This design comes from an exercise in tuning for small area on the open sky130 flow, not from production work.
No functional check of the RTL was part of this run.
Power figures rest on the tool's default switching activity, not on a simulated workload.

## flow/run.sh

```bash
#!/bin/bash
# synth_recipe.tcl (not shown) runs the flow's synth.tcl, then flattens the netlist and writes it again
# the make line also repeats each setting of config.mk as NAME=value (left out here)
make -C /OpenROAD-flow-scripts/flow DESIGN_CONFIG=/design/flow/config.mk WORK_HOME=/design/flow/orfs CLKGATE_MAP_FILE= SYNTH_SCRIPT=/design/flow/synth_recipe.tcl finish
```

## flow/config.mk

```make
export PLATFORM = sky130hd
export DESIGN_NAME = agc_stream
export DESIGN_NICKNAME = agc_stream
export VERILOG_FILES = /design/flow/design.v
export SDC_FILE = /design/flow/constraint.sdc
export NUM_CORES = 4
export LEC_CHECK = 0
export CAP_MARGIN = 20
export CORE_MARGIN = 2
export CORE_UTILIZATION = 40
export SLEW_MARGIN = 20
```

## flow/constraint.sdc

```tcl
create_clock -name core_clock -period 9.0 [get_ports {clk}]
set_input_delay 1.8000 -clock core_clock [delete_from_list [all_inputs] [get_ports {clk}]]
set_output_delay 1.8000 -clock core_clock [all_outputs]
set_load 0.01 [all_outputs]
```

## flow/design.v

```verilog
module agc_stream #(
  parameter int          WIN_LOG2 = 10,
  parameter logic [15:0] GAIN_MIN = 16'h0010,
  parameter logic [15:0] GAIN_MAX = 16'h4000
) (
  input  logic        clk,
  input  logic        reset_n,
  input  logic        ce,
  input  logic [31:0] tdata_s,
  input  logic        tvalid_s,
  output logic        tready_s,
  output logic [31:0] tdata_m,
  output logic        tvalid_m,
  input  logic        tready_m,
  input  logic [31:0] haddr_s,
  input  logic [2:0]  hburst_s,
  input  logic [2:0]  hsize_s,
  input  logic [1:0]  htrans_s,
  input  logic [31:0] hwdata_s,
  input  logic        hwrite_s,
  input  logic        hsel_s,
  output logic [31:0] hrdata_s,
  output logic        hreadyout_s,
  output logic        hresp_s,
  output logic        irq
);
  localparam logic [2:0] A_CTRL = 3'd0;
  localparam logic [2:0] A_TGT  = 3'd1;
  localparam logic [2:0] A_HYST = 3'd2;
  localparam logic [2:0] A_STEP = 3'd3;
  localparam logic [2:0] A_MAN  = 3'd4;
  localparam logic [2:0] A_CUR  = 3'd5;
  localparam logic [2:0] A_PEAK = 3'd6;
  localparam logic [2:0] A_SAT  = 3'd7;
  logic [2:0]  r_addr;
  logic        r_wr;
  logic        r_rd;
  logic [1:0]  r_ctrl;
  logic [15:0] r_target;
  logic [15:0] r_hyst;
  logic [15:0] r_step;
  logic [15:0] r_man;
  logic [15:0] r_gain;
  logic [15:0] r_last_peak;
  logic [15:0] r_peak;
  logic [31:0] r_sat;
  logic [WIN_LOG2-1:0] r_cnt;
  logic        r_win_end;
  logic        r_irq;
  logic        r_tvalid;
  logic [31:0] r_tdata;
  logic        w_xfer;
  logic        w_wr_ctrl;
  logic        w_wr_tgt;
  logic        w_wr_hyst;
  logic        w_wr_step;
  logic        w_wr_man;
  logic        w_wr_sat;
  logic [15:0] w_man_next;
  logic        w_acc;
  logic        w_wrap;
  logic signed [32:0] w_xi;
  logic signed [32:0] w_xq;
  logic signed [32:0] w_g;
  logic signed [32:0] w_pi;
  logic signed [32:0] w_pq;
  logic        w_si;
  logic        w_sq;
  logic [15:0] w_oi;
  logic [15:0] w_oq;
  logic [15:0] w_ai;
  logic [15:0] w_aq;
  logic [15:0] w_mag;
  logic [15:0] w_pk;
  logic [16:0] w_thr_hi;
  logic [16:0] w_lp_lo;
  logic        w_dn;
  logic        w_up;
  logic [16:0] w_sub;
  logic [16:0] w_add;
  logic [15:0] w_gdn;
  logic [15:0] w_gup;
  logic        w_upd;
  logic        w_clamp;
  logic [31:0] w_rd;
  logic        w_unused;
  assign w_unused = ^{hburst_s, hsize_s, haddr_s[31:5],
                      haddr_s[1:0], htrans_s[0],
                      hwdata_s[31:16]};
  assign hreadyout_s = 1'b1;
  assign hresp_s     = 1'b0;
  assign tready_s    = !r_tvalid | tready_m;
  assign tvalid_m    = r_tvalid;
  assign tdata_m     = r_tdata;
  assign irq         = r_irq;
  assign w_xfer    = hsel_s & htrans_s[1];
  assign w_wr_ctrl = r_wr & (r_addr == A_CTRL);
  assign w_wr_tgt  = r_wr & (r_addr == A_TGT);
  assign w_wr_hyst = r_wr & (r_addr == A_HYST);
  assign w_wr_step = r_wr & (r_addr == A_STEP);
  assign w_wr_man  = r_wr & (r_addr == A_MAN);
  assign w_wr_sat  = r_wr & (r_addr == A_SAT);
  assign w_man_next = w_wr_man ? hwdata_s[15:0] : r_man;
  assign w_acc  = ce & tvalid_s & tready_s;
  assign w_wrap = w_acc & (&r_cnt);
  assign w_xi = {{17{tdata_s[15]}}, tdata_s[15:0]};
  assign w_xq = {{17{tdata_s[31]}}, tdata_s[31:16]};
  assign w_g  = {17'd0, r_gain};
  assign w_pi = w_xi * w_g;
  assign w_pq = w_xq * w_g;
  assign w_si = !((&w_pi[32:23]) | (~|w_pi[32:23]));
  assign w_sq = !((&w_pq[32:23]) | (~|w_pq[32:23]));
  assign w_oi = w_si ? {w_pi[32], {15{~w_pi[32]}}}
                     : w_pi[23:8];
  assign w_oq = w_sq ? {w_pq[32], {15{~w_pq[32]}}}
                     : w_pq[23:8];
  assign w_ai  = tdata_s[15] ? (16'd0 - tdata_s[15:0])
                             : tdata_s[15:0];
  assign w_aq  = tdata_s[31] ? (16'd0 - tdata_s[31:16])
                             : tdata_s[31:16];
  assign w_mag = (w_ai > w_aq) ? w_ai : w_aq;
  assign w_pk  = (w_mag > r_peak) ? w_mag : r_peak;
  assign w_thr_hi = {1'b0, r_target} + {1'b0, r_hyst};
  assign w_lp_lo  = {1'b0, r_last_peak} + {1'b0, r_hyst};
  assign w_dn     = {1'b0, r_last_peak} > w_thr_hi;
  assign w_up     = !w_dn & (w_lp_lo < {1'b0, r_target});
  assign w_sub = {1'b0, r_gain} - {1'b0, r_step};
  assign w_add = {1'b0, r_gain} + {1'b0, r_step};
  assign w_gdn = (w_sub[16] || (w_sub[15:0] < GAIN_MIN))
               ? GAIN_MIN : w_sub[15:0];
  assign w_gup = (w_add > {1'b0, GAIN_MAX})
               ? GAIN_MAX : w_add[15:0];
  assign w_upd   = ce & r_win_end & r_ctrl[0] & !r_ctrl[1];
  assign w_clamp = (w_dn & (w_gdn == GAIN_MIN))
                 | (w_up & (w_gup == GAIN_MAX));
  always_ff @(posedge clk) begin
    if (!reset_n) begin
      r_addr <= 3'd0;
      r_wr   <= 1'b0;
      r_rd   <= 1'b0;
    end else begin
      r_addr <= haddr_s[4:2];
      r_wr   <= w_xfer & hwrite_s;
      r_rd   <= w_xfer & !hwrite_s;
    end
  end
  always_ff @(posedge clk) begin
    if (!reset_n) begin
      r_ctrl   <= 2'd0;
      r_target <= 16'h4000;
      r_hyst   <= 16'h0800;
      r_step   <= 16'h0010;
      r_man    <= 16'h0100;
    end else begin
      if (w_wr_ctrl) r_ctrl   <= hwdata_s[1:0];
      if (w_wr_tgt)  r_target <= hwdata_s[15:0];
      if (w_wr_hyst) r_hyst   <= hwdata_s[15:0];
      if (w_wr_step) r_step   <= hwdata_s[15:0];
      r_man <= w_man_next;
    end
  end
  always_ff @(posedge clk) begin
    if (!reset_n) begin
      r_cnt       <= '0;
      r_peak      <= 16'd0;
      r_last_peak <= 16'd0;
    end else if (w_wr_ctrl) begin
      r_cnt  <= '0;
      r_peak <= 16'd0;
    end else if (w_acc) begin
      r_cnt <= r_cnt + WIN_LOG2'(1);
      if (&r_cnt) begin
        r_peak      <= 16'd0;
        r_last_peak <= w_pk;
      end else begin
        r_peak <= w_pk;
      end
    end
  end
  always_ff @(posedge clk) begin
    if (!reset_n) begin
      r_win_end <= 1'b0;
    end else if (ce) begin
      r_win_end <= w_wrap & !w_wr_ctrl;
    end
  end
  always_ff @(posedge clk) begin
    if (!reset_n) begin
      r_sat <= 32'd0;
    end else if (w_wr_sat) begin
      r_sat <= 32'd0;
    end else if (w_acc & (w_si | w_sq) & ~&r_sat) begin
      r_sat <= r_sat + 32'd1;
    end
  end
  always_ff @(posedge clk) begin
    if (!reset_n) begin
      r_gain <= 16'h0100;
    end else if (ce) begin
      if (!r_ctrl[0]) begin
        r_gain <= w_man_next;
      end else if (w_upd & w_dn) begin
        r_gain <= w_gdn;
      end else if (w_upd & w_up) begin
        r_gain <= w_gup;
      end
    end
  end
  always_ff @(posedge clk) begin
    if (!reset_n) begin
      r_irq <= 1'b0;
    end else begin
      r_irq <= w_upd & w_clamp;
    end
  end
  always_ff @(posedge clk) begin
    if (!reset_n) begin
      r_tvalid <= 1'b0;
      r_tdata  <= 32'd0;
    end else if (ce & tready_s) begin
      r_tvalid <= tvalid_s;
      if (w_acc) r_tdata <= {w_oq, w_oi};
    end
  end
  always_comb begin
    w_rd = 32'd0;
    unique case (r_addr)
      A_CTRL: w_rd = {30'd0, r_ctrl};
      A_TGT:  w_rd = {16'd0, r_target};
      A_HYST: w_rd = {16'd0, r_hyst};
      A_STEP: w_rd = {16'd0, r_step};
      A_MAN:  w_rd = {16'd0, r_man};
      A_CUR:  w_rd = {16'd0, r_gain};
      A_PEAK: w_rd = {16'd0, r_last_peak};
      A_SAT:  w_rd = r_sat;
      default: w_rd = 32'd0;
    endcase
  end
  assign hrdata_s = r_rd ? w_rd : 32'd0;
endmodule
```

==> flow_metrics.env <==
export IMPL_end_kind="flip-flop"
export IMPL_max_slew_margin_rel_pct=22.42
export IMPL_grt_pass1_vias=27940
export IMPL_ys_flop_type="dfxtp_1"
export IMPL_initial_core_util_pct=40.34
export IMPL_place_hpwl_um=76570
export IMPL_drv_cap=0
export IMPL_clock_sinks=196
export IMPL_start_kind="input port"
export IMPL_hold_path_class="flip-flop to flip-flop"
export IMPL_setup_viol=0
export IMPL_synthesis_area_mm2=0.03238
export IMPL_insertion_delay_ps=500
export IMPL_peakVddDrop_mv=0.2213
export IMPL_htree_num_levels=4
export IMPL_async_flop_share_pct=0
export IMPL_synth_distinct_cells=92
export IMPL_post_route_util_pct=46.67
export IMPL_root_buffer="clkbuf_16"
export IMPL_antenna_found_initial=4
export IMPL_postRouteAntennaNets=0
export IMPL_synth_adder_area_share_pct=38.36
export IMPL_die_area_mm2=0.08326
export IMPL_grt_pass1_wl_um=152100
export IMPL_critPathKind="input port to flip-flop"
export IMPL_area_growth_pct=15.69
export IMPL_route_detailed_drc=0
export IMPL_seq_area_frac_synth_pct=12.12
export IMPL_clock_path_buffers=2
export IMPL_cts_tree="built"
export IMPL_fillerInstances=7945
export IMPL_io_buffers=125
export IMPL_synth_largest_area_cell="fa_1"
export IMPL_initialDrtViolationCount=1733
export IMPL_clkSlewWorstSetupHoldPaths_ps=80
export IMPL_final_common_cell="inv_1"
export IMPL_die_h_um=288.5
export IMPL_yosys_mux_area_fraction_pct=2.403
export IMPL_first_pass_iters=7
export IMPL_report_final_slew_viol_count=0
export IMPL_synthCells=3955
export IMPL_cp_required_ps=9410
export IMPL_period_share_pct=97.94
export IMPL_holdBufCountCts=0
export IMPL_netlist_area_leader_share_pct=24.11
export IMPL_synth_top_family_by_area="adder cells"
export IMPL_p_leak_nw=17.61
export IMPL_gp_congestion=0.9470
export IMPL_grt_max_degree=72
export IMPL_row_count=104
export IMPL_regArea_mm2=0.003928
export IMPL_synth_compound_area_share_pct=14.55
export IMPL_cts_made_buffers=17
export IMPL_syn_nets=4825
export IMPL_post_drt_wl_per_cell_um=18.09
export IMPL_core_mm2=0.08029
export IMPL_synth_edff_count=0
export IMPL_drive_gt1_share_pct=10.75
export IMPL_fin_crit_ps=8815
export IMPL_ys_seq_elements=196
export IMPL_grt_use_total_pct=23.06
export IMPL_num_nets_final=5043
export IMPL_num_vias=28180
export IMPL_ios=180
export IMPL_status="timing/DRC/antenna clean"
export IMPL_fmax_ghz=0.1134
export IMPL_tightest_slew_ps=1162
export IMPL_crit_fanout=11
export IMPL_yosys_top_cells_area="fa_1, ha_1, dfxtp_1, inv_1, nand2_1"
export IMPL_p_per_area_mw_per_mm2=156.1
export IMPL_synthXorXnorAreaFrac_pct=3.164
export IMPL_crit_arrival_ps=9220
export IMPL_synth_area_per_cell_um2=8.188
export IMPL_most_common_layout_cells="inv_1, nand2_1, fa_1"
export IMPL_multiInputGateArea_mm2=0.02551
export IMPL_postRouteWirelength_um=94900
export IMPL_ys_warn_count=1
export IMPL_grt_ovfl_total=0
export IMPL_die_x_um=288.5
export IMPL_whs_ps=495.1
export IMPL_setup_tns_ps=0
export IMPL_synth_simple_area_share_pct=19.47
export IMPL_fin_skew_ps=13.27
export IMPL_hold_viol=0
export IMPL_via_per_inst=5.371
cells by family (layout without fill, tap and decap cells):
kind of cell / count (synthesis) / after routing
and+or+nand+nor: 1269 / 1269
buffers and inverters: 838 / 1069
adders and majority gates: 759 / 759
AOI/OAI and AO/OA: 706 / 706
DFF: 196 / 196
xor gates and xnor gates: 117 / 117
muxes: 68 / 68
other: 2 / 3
per-stage QoR:
stage,instances,instance area [um2],power (W),worst slack [ps]
floorplan,3955,32380,0.003431,169.0
global placement,5208,36500,0.004878,-508.9
detailed placement,5208,36500,0.004885,-609.4
CTS,5240,37100,0.005726,3.345
global route,5246,37460,0.006431,-14.47
finish,5247,37470,0.005848,185.3
worst max-delay path, stage by stage:
cell and delay [ps]:
clkdlybuf4s50_1 510, buf_12 150, nand2_1 80, fa_1 590
fa_1 430, fa_1 460, fa_1 490, inv_1 50
fa_1 530, inv_1 60, fa_1 530, inv_1 70
ha_4 250, a21o_1 210, a31o_4 230, o211ai_4 310
a21oi_2 110, o21a_1 200, or3_1 360, or4_1 410
or4_4 600, a22oi_4 200, buf_12 170, buf_4 150
o21ai_0 100, a21oi_1 140
flip-flops by register name, indices dropped and copies added, names as in the netlist, 3 cells and up:
register     cells
r_addr           3
r_cnt           10
r_gain          16
r_hyst          16
r_last_peak     16
r_man           16
r_peak          16
r_sat           32
r_step          16
r_target        16
r_tdata         32
routing by layer:
metal | track usage, % | vias up | share of wire, %
met3 | 2.788 | 132 | 5.1
met4 | 7.124 | 0 | 2.9
met2 | 40.22 | 741 | 49
li1 | - | 13510 | -
met5 | 0 | - | 0
met1 | 29.72 | 13800 | 43
Yosys cell counts (all sizes together) (20+ instances only):
library cell	n
buf	38
xnor2	57
nand2	470
or3	41
nand3	53
xor2	60
o31ai	21
o21a	24
a22o	22
a21oi	242
nor2	180
ha	369
nor2b	25
nor3	45
a211oi	21
fa	390
or4	20
o21ai	132
nand4	57
a21o	39
inv	614
o221a	25
and2	246
nand2b	40
mux2i	53
clkbuf	186
dfxtp	196
and3	45
final timing paths:
check | start | end | slack (ps) | cells after the start
min reg2reg | r_hyst[2] | r_hyst[2] | 500 | 2
max | tdata_s[1] | r_sat[4] | 190 | 26
min | r_hyst[2] | r_hyst[2] | 500 | 2
max reg2reg | r_gain[9] | r_sat[4] | 830 | 25
timing repair:
| item | CTS | global route |
|---|---|---|
| endpoints found under the setup margin | 32 | 46 |
| pin swaps | 1 | 38 |
| gates cloned | 0 | 3 |
| buffers inserted | 0 | 3 |
| resized for setup | 2 | 53 |
report_power, final:
group	switching, W	total (W)	internal, W
registers	0.0000386	0.000929	0.000890
logic	0.00220	0.00411	0.00191
clock network	0.000411	0.000806	0.000395
cell type report:
type                       count  share of cell area, %
multi-input combinational   2921                  68.08
sequential                   196                  10.48
timing repair buffer         423                  10.16
inverter                     614                  6.151
tap                         1060                  3.540
clock buffer                  18                  1.145
clock inverter                14                 0.4341
antenna                        1               0.006679

-- afterwards: timing with drivers on the ports --
How much do the figures lean on ideal ports? The routed layout below was timed once more, with nothing changed but the port constraints. Step 1 sets driving cells, clkbuf_16 on the clock port and buf_2 on the other inputs (assumed; they add their load-dependent delay and slew). Step 2 also shifts input and output timing later by t, the mid clock arrival at the registers, as if the neighbouring blocks saw the same clock. Three values: ideal ports, drivers, drivers and shift; two values: the first two.
shift t [ns]: 0.548
slack for setup (ns): 0.185 / 0.220 / -0.328
worst setup path after step 2: input to register
clock arrival spread, ns: 0.015 / 0.015
worst slew at a driven data input, ns: 0.12
With both steps, setup timing fails in this run, where it was met with ideal ports. The setup slack of this run moves by +0.035 ns with the drivers and by -0.513 ns with both steps.
